From an optimization exercise on the open Yosys and OpenROAD flow, aimed at small area; shortcuts taken in it are not production practice.
The RTL was checked by simulation tests, not by an equivalence proof against the original design.
Power is estimated from default activity; no workload was simulated.

==> flow/design.v <==
`default_nettype none
package motion_pkg;
    localparam int FRAME_WIDTH  = 320;
    localparam int FRAME_HEIGHT = 240;
    localparam int P1_RED_MIN = 11;
    localparam int P1_GB_MAX  = 2;
    localparam int P2_WHITE_MIN = 13;
    localparam int DIV_CYCLES = 24;
    localparam int DIV_CNT_W  = $clog2(DIV_CYCLES);
    localparam int WINDOW_UPDATES = 8;
    localparam int WIN_CNT_W      = $clog2(WINDOW_UPDATES);
    localparam int PUNCH_DX_MIN = 'h40;
    localparam int PUNCH_DY_MAX = 'h30;
    localparam int KICK_DY_MIN  = 'h40;
    localparam int KICK_DX_MAX  = 'h30;
    localparam logic [1:0] DIV_IDLE = 2'd0;
    localparam logic [1:0] DIV_RUN  = 2'd1;
    localparam logic [1:0] DIV_DONE = 2'd2;
endpackage
`default_nettype wire
`timescale 1ns/1ps
`default_nettype none
module motion_tracker_top (
    input  wire logic        clk_65mhz,
    input  wire logic        reset_8frame_delta_values,
    input  wire logic [29:0] pixel,
    input  wire logic        frame_end,
    output logic             gesture_valid,
    output logic [1:0]       p1_gesture,
    output logic [1:0]       p2_gesture,
    output logic [27:0]      p1_motion,
    output logic [27:0]      p2_motion
);
    function automatic logic [24:0] radd24(input logic [23:0] a, input logic [23:0] b,
                                           input logic ci);
        logic [24:0] r;
        logic        c;
        c = ci;
        for (int i = 0; i < 24; i++) begin
            r[i] = a[i] ^ b[i] ^ c;
            c    = (a[i] & b[i]) | (a[i] & c) | (b[i] & c);
        end
        r[24] = c;
        radd24 = r;
    endfunction
    wire rst = reset_8frame_delta_values;
    wire fe  = frame_end;
    wire [3:0] pr = pixel[11:8];
    wire [3:0] pg = pixel[7:4];
    wire [3:0] pb = pixel[3:0];
    wire       take = pixel[29] & ~fe & ~rst;
    wire       is1  = take & (pr > 4'd11) & (pg < 4'd2) & (pb < 4'd2);
    wire       is2  = take & (pr > 4'd13) & (pg > 4'd13) & (pb > 4'd13);
    wire [8:0] mx   = 9'd319 - pixel[28:20];
    wire [7:0] my   = pixel[19:12];
    wire       clr  = rst | fe;
    logic [15:0] n1, n2;
    logic [6:0]  s1, s2;
    logic [6:0]  k;         
    wire         act  = (k != 7'd0);
    wire         mrg  = (k == 7'd82);
    wire [15:0]  nb1  = mrg ? {9'd0, s1} : n1;
    wire [15:0]  nb2  = mrg ? {9'd0, s2} : n2;
    logic [23:0] sx1, sy1, sx2, sy2;
    logic        cx1, cy1, cx2, cy2;
    wire [24:0] ax1 = radd24({15'd0, sx1[8:0]}, {15'd0, mx & {9{is1}}}, 1'b0);
    wire [24:0] ay1 = radd24({16'd0, sy1[7:0]}, {16'd0, my & {8{is1}}}, 1'b0);
    wire [24:0] ax2 = radd24({15'd0, sx2[8:0]}, {15'd0, mx & {9{is2}}}, 1'b0);
    wire [24:0] ay2 = radd24({16'd0, sy2[7:0]}, {16'd0, my & {8{is2}}}, 1'b0);
    wire [24:0] hx1 = radd24({9'd0, sx1[23:9]}, 24'd0, cx1);
    wire [24:0] hy1 = radd24({8'd0, sy1[23:8]}, 24'd0, cy1);
    wire [24:0] hx2 = radd24({9'd0, sx2[23:9]}, 24'd0, cx2);
    wire [24:0] hy2 = radd24({8'd0, sy2[23:8]}, 24'd0, cy2);
    wire [23:0] fx1 = {hx1[14:0], sx1[8:0]};
    wire [23:0] fy1 = {hy1[15:0], sy1[7:0]};
    wire [23:0] fx2 = {hx2[14:0], sx2[8:0]};
    wire [23:0] fy2 = {hy2[15:0], sy2[7:0]};
    always_ff @(posedge clk_65mhz) begin
        n1  <= 16'(radd24({8'd0, nb1 & {16{~rst}}}, 24'd0, is1 & (mrg | ~act)));
        n2  <= 16'(radd24({8'd0, nb2 & {16{~rst}}}, 24'd0, is2 & (mrg | ~act)));
        s1  <= 7'(radd24({17'd0, s1 & {7{act & ~mrg}}}, 24'd0, is1 & act & ~mrg));
        s2  <= 7'(radd24({17'd0, s2 & {7{act & ~mrg}}}, 24'd0, is2 & act & ~mrg));
        sx1 <= {hx1[14:0], ax1[8:0]} & {24{~clr}};
        sy1 <= {hy1[15:0], ay1[7:0]} & {24{~clr}};
        sx2 <= {hx2[14:0], ax2[8:0]} & {24{~clr}};
        sy2 <= {hy2[15:0], ay2[7:0]} & {24{~clr}};
        cx1 <= ax1[9] & ~clr;
        cy1 <= ay1[8] & ~clr;
        cx2 <= ax2[9] & ~clr;
        cy2 <= ay2[8] & ~clr;
    end
    logic [80:0] chain;
    logic [15:0] rem;
    wire  [8:0]  quo = chain[8:0];    
    logic [2:0]  wcnt;      
    always_ff @(posedge clk_65mhz) begin
        chain <= fe ? {fx1[8:0], fy1, fx2, fy2} : {chain[79:0], ge};
    end
    logic first;            
    logic den2;             
    logic proc;             
    logic pres;             
    logic out_ld;           
    wire [15:0] den   = den2 ? n2 : n1;
    wire [16:0] trial = {first ? 16'd0 : rem, chain[80]};
    wire [24:0] dlo   = radd24({12'd0, trial[11:0]}, {12'hfff, ~den[11:0]}, 1'b1);
    wire [24:0] dh0   = radd24({19'd0, trial[16:12]}, {19'h7ffff, 1'b1, ~den[15:12]}, 1'b0);
    wire [24:0] dh1   = radd24({19'd0, trial[16:12]}, {19'h7ffff, 1'b1, ~den[15:12]}, 1'b1);
    wire        c9    = dlo[24];
    wire [4:0]  dhi   = c9 ? dh1[4:0] : dh0[4:0];
    wire        ge    = c9 ? dh1[24] : dh0[24];
    wire [16:0] diff  = {dhi, dlo[11:0]};
    always_ff @(posedge clk_65mhz) begin
        rem <= fe ? {1'b0, fx1[23:9]} : (ge ? diff[15:0] : trial[15:0]);
        if (rst)
            k <= '0;
        else if (fe)
            k <= 7'd1;
        else if (k == 7'd82)
            k <= '0;
        else if (k != 7'd0)
            k <= k + 7'd1;
        first  <= ~fe & ((k == 7'd9) | (k == 7'd33) | (k == 7'd57));
        den2   <= ~fe & (k >= 7'd33);
        proc   <= ~rst & ~fe & ((k == 7'd9) | (k == 7'd33) | (k == 7'd57) | (k == 7'd81));
        pres   <= (k >= 7'd57) ? (n2 != 16'd0) : (n1 != 16'd0);
        out_ld <= ~rst & ~fe & (k == 7'd81) & (wcnt == 3'd0);
    end
    logic [8:0] lr [4];     
    logic [9:0] sr [4];     
    logic [3:0] hr;         
    logic       gv;
    logic [9:0] ox1, ox2;
    logic [8:0] oy1, oy2;
    wire       win_end  = (wcnt == 3'd0);
    wire       win_first = (wcnt == 3'd1);
    wire       h        = hr[0];
    wire [8:0] newl     = pres ? quo : lr[0];
    wire [24:0] dvs     = radd24({15'd0, newl}, {15'h7fff, ~sr[0][8:0]}, 1'b1);
    wire [9:0] dv       = {~dvs[24], dvs[8:0]};
    wire [24:0] lts     = radd24({15'd0, quo}, {15'h7fff, ~lr[0]}, 1'b1);
    wire       lt       = ~lts[24];
    wire [24:0] mgs     = radd24({15'd0, dv[8:0] ^ {9{dv[9]}}}, 24'd0, dv[9]);
    wire [8:0] mag      = mgs[8:0];
    wire       neg      = dv[9] | ((dv == 10'd0) & pres & lt);
    wire [9:0] res      = h ? {neg, mag} : 10'd0;
    wire [9:0] stv      = !h ? {1'b0, quo} : (win_first ? {1'b0, lr[0]} : sr[0]);
    wire [9:0] snew     = win_end ? res : stv;
    always_ff @(posedge clk_65mhz) begin
        if (rst)
            wcnt <= '0;
        else if (fe)
            wcnt <= wcnt + 3'd1;
        if (proc) begin
            lr[0] <= lr[1];
            lr[1] <= lr[2];
            lr[2] <= lr[3];
            lr[3] <= newl;
            sr[0] <= sr[1];
            sr[1] <= sr[2];
            sr[2] <= sr[3];
            sr[3] <= snew;
        end
        if (rst)
            hr <= '0;
        else if (proc)
            hr <= {h | pres, hr[3:1]};
        gv <= out_ld & ~rst;
        if (rst) begin
            ox1 <= '0;
            oy1 <= '0;
            ox2 <= '0;
            oy2 <= '0;
        end else if (out_ld) begin
            ox1 <= sr[1];
            oy1 <= {sr[2][9], sr[2][7:0]};
            ox2 <= sr[3];
            oy2 <= {snew[9], snew[7:0]};
        end
    end
    function automatic logic [1:0] classify(input logic [8:0] mx_, input logic [7:0] my_);
        logic [1:0] g;
        g[1] = (mx_ > 9'h40) && (my_ < 8'h30);
        g[0] = (my_ > 8'h40) && (mx_ < 9'h30);
        classify = g;
    endfunction
    assign gesture_valid = gv;
    assign p1_motion     = {ox1[9], 4'd0, ox1[8:0], oy1[8], 5'd0, oy1[7:0]};
    assign p2_motion     = {ox2[9], 4'd0, ox2[8:0], oy2[8], 5'd0, oy2[7:0]};
    assign p1_gesture    = classify(ox1[8:0], oy1[7:0]);
    assign p2_gesture    = classify(ox2[8:0], oy2[7:0]);
endmodule
`default_nettype wire
Settings: LEC_CHECK=0, CAP_MARGIN=20, CORE_MARGIN=2, CORE_UTILIZATION=40, SLEW_MARGIN=20; clock period 7.0 ns.
standard.sh (not shown) runs the stock make flow with config.mk's settings and CLKGATE_MAP_FILE= SYNTH_SCRIPT=/design/flow/synth_recipe.tcl, a recipe that flattens the netlist after the stock synthesis.
==> flow/flow/run.sh <==
#!/bin/bash
set -e
export CTS_ARGS="-sink_clustering_enable -repair_clock_nets -sink_clustering_size 20 -sink_clustering_max_diameter 60 -dont_use_dummy_load -buf_list {sky130_fd_sc_hd__clkbuf_8}"
export BUFFER_PORTS_ARGS="-buffer_cell sky130_fd_sc_hd__buf_1"
bash standard.sh > standard.log 2>&1
The starting point went through all stages and came out clean.
==> next run, changes <==
--- a/flow/design.v
+++ b/flow/design.v
@@ -56,10 +56,4 @@
     wire       clr  = rst | fe;
     logic [15:0] n1, n2;
-    logic [6:0]  s1, s2;
-    logic [6:0]  k;         
-    wire         act  = (k != 7'd0);
-    wire         mrg  = (k == 7'd82);
-    wire [15:0]  nb1  = mrg ? {9'd0, s1} : n1;
-    wire [15:0]  nb2  = mrg ? {9'd0, s2} : n2;
     logic [23:0] sx1, sy1, sx2, sy2;
     logic        cx1, cy1, cx2, cy2;
@@ -77,8 +71,6 @@
     wire [23:0] fy2 = {hy2[15:0], sy2[7:0]};
     always_ff @(posedge clk_65mhz) begin
-        n1  <= 16'(radd24({8'd0, nb1 & {16{~rst}}}, 24'd0, is1 & (mrg | ~act)));
-        n2  <= 16'(radd24({8'd0, nb2 & {16{~rst}}}, 24'd0, is2 & (mrg | ~act)));
-        s1  <= 7'(radd24({17'd0, s1 & {7{act & ~mrg}}}, 24'd0, is1 & act & ~mrg));
-        s2  <= 7'(radd24({17'd0, s2 & {7{act & ~mrg}}}, 24'd0, is2 & act & ~mrg));
+        n1  <= 16'(radd24({8'd0, n1 & {16{~clr}}}, 24'd0, is1));
+        n2  <= 16'(radd24({8'd0, n2 & {16{~clr}}}, 24'd0, is2));
         sx1 <= {hx1[14:0], ax1[8:0]} & {24{~clr}};
         sy1 <= {hy1[15:0], ay1[7:0]} & {24{~clr}};
@@ -91,9 +83,15 @@
     end
     logic [80:0] chain;
+    logic [15:0] d1, d2;
     logic [15:0] rem;
-    wire  [8:0]  quo = chain[8:0];    
+    logic [8:0]  quo;
+    logic [6:0]  k;         
     logic [2:0]  wcnt;      
     always_ff @(posedge clk_65mhz) begin
-        chain <= fe ? {fx1[8:0], fy1, fx2, fy2} : {chain[79:0], ge};
+        chain <= fe ? {fx1[8:0], fy1, fx2, fy2} : {chain[79:0], 1'b0};
+        if (fe) begin
+            d1 <= n1;
+            d2 <= n2;
+        end
     end
     logic first;            
@@ -102,5 +100,5 @@
     logic pres;             
     logic out_ld;           
-    wire [15:0] den   = den2 ? n2 : n1;
+    wire [15:0] den   = den2 ? d2 : d1;
     wire [16:0] trial = {first ? 16'd0 : rem, chain[80]};
     wire [24:0] dlo   = radd24({12'd0, trial[11:0]}, {12'hfff, ~den[11:0]}, 1'b1);
@@ -113,4 +111,5 @@
     always_ff @(posedge clk_65mhz) begin
         rem <= fe ? {1'b0, fx1[23:9]} : (ge ? diff[15:0] : trial[15:0]);
+        quo <= {quo[7:0], ge};
         if (rst)
             k <= '0;
@@ -124,5 +123,5 @@
         den2   <= ~fe & (k >= 7'd33);
         proc   <= ~rst & ~fe & ((k == 7'd9) | (k == 7'd33) | (k == 7'd57) | (k == 7'd81));
-        pres   <= (k >= 7'd57) ? (n2 != 16'd0) : (n1 != 16'd0);
+        pres   <= (k >= 7'd57) ? (d2 != 16'd0) : (d1 != 16'd0);
         out_ld <= ~rst & ~fe & (k == 7'd81) & (wcnt == 3'd0);
     end
Outcome: Count of clock-buffer cells in the layout went down by 1. Area after synthesis climbs by 2.9%. Flip-flop and latch count is higher by 27. Die area went up by 2.9%. Via count falls by 3.6%. Routed wire length decreases by 4.5%. Combinational power rose to 5.2 times its value. Global-route usage fell by 1.4 points. Power increases by 26%. Register-to-register slack degrades by 190 ps. Worst setup slack loses 190 ps.

-- what the ideal ports hide --
No port has a modelled driver above. Below, the same layouts with a new extraction and two added sets of constraints.
Step 1 (the two cells are an assumption about what drives the block):
set clk [get_ports {clk_65mhz}]
set_driving_cell -lib_cell sky130_fd_sc_hd__clkbuf_16 $clk
set_driving_cell -lib_cell sky130_fd_sc_hd__buf_2 [delete_from_list [all_inputs] $clk]
Step 2 also shifts input and output timing later by t, the mid clock arrival at the registers, as if the neighbouring blocks saw the same clock.
a / b / c = no drivers / after step 1 / after step 2; a / b = the first two.
run	t (ns)	setup slack, ns	worst setup path after step 2	pins driven straight from the clock port
the first run	0.644	0.513 / 0.513 / 0.513	register to register	1
the second run	0.649	0.321 / 0.321 / 0.321	register to register	1
After both steps every run listed still meets setup and hold.
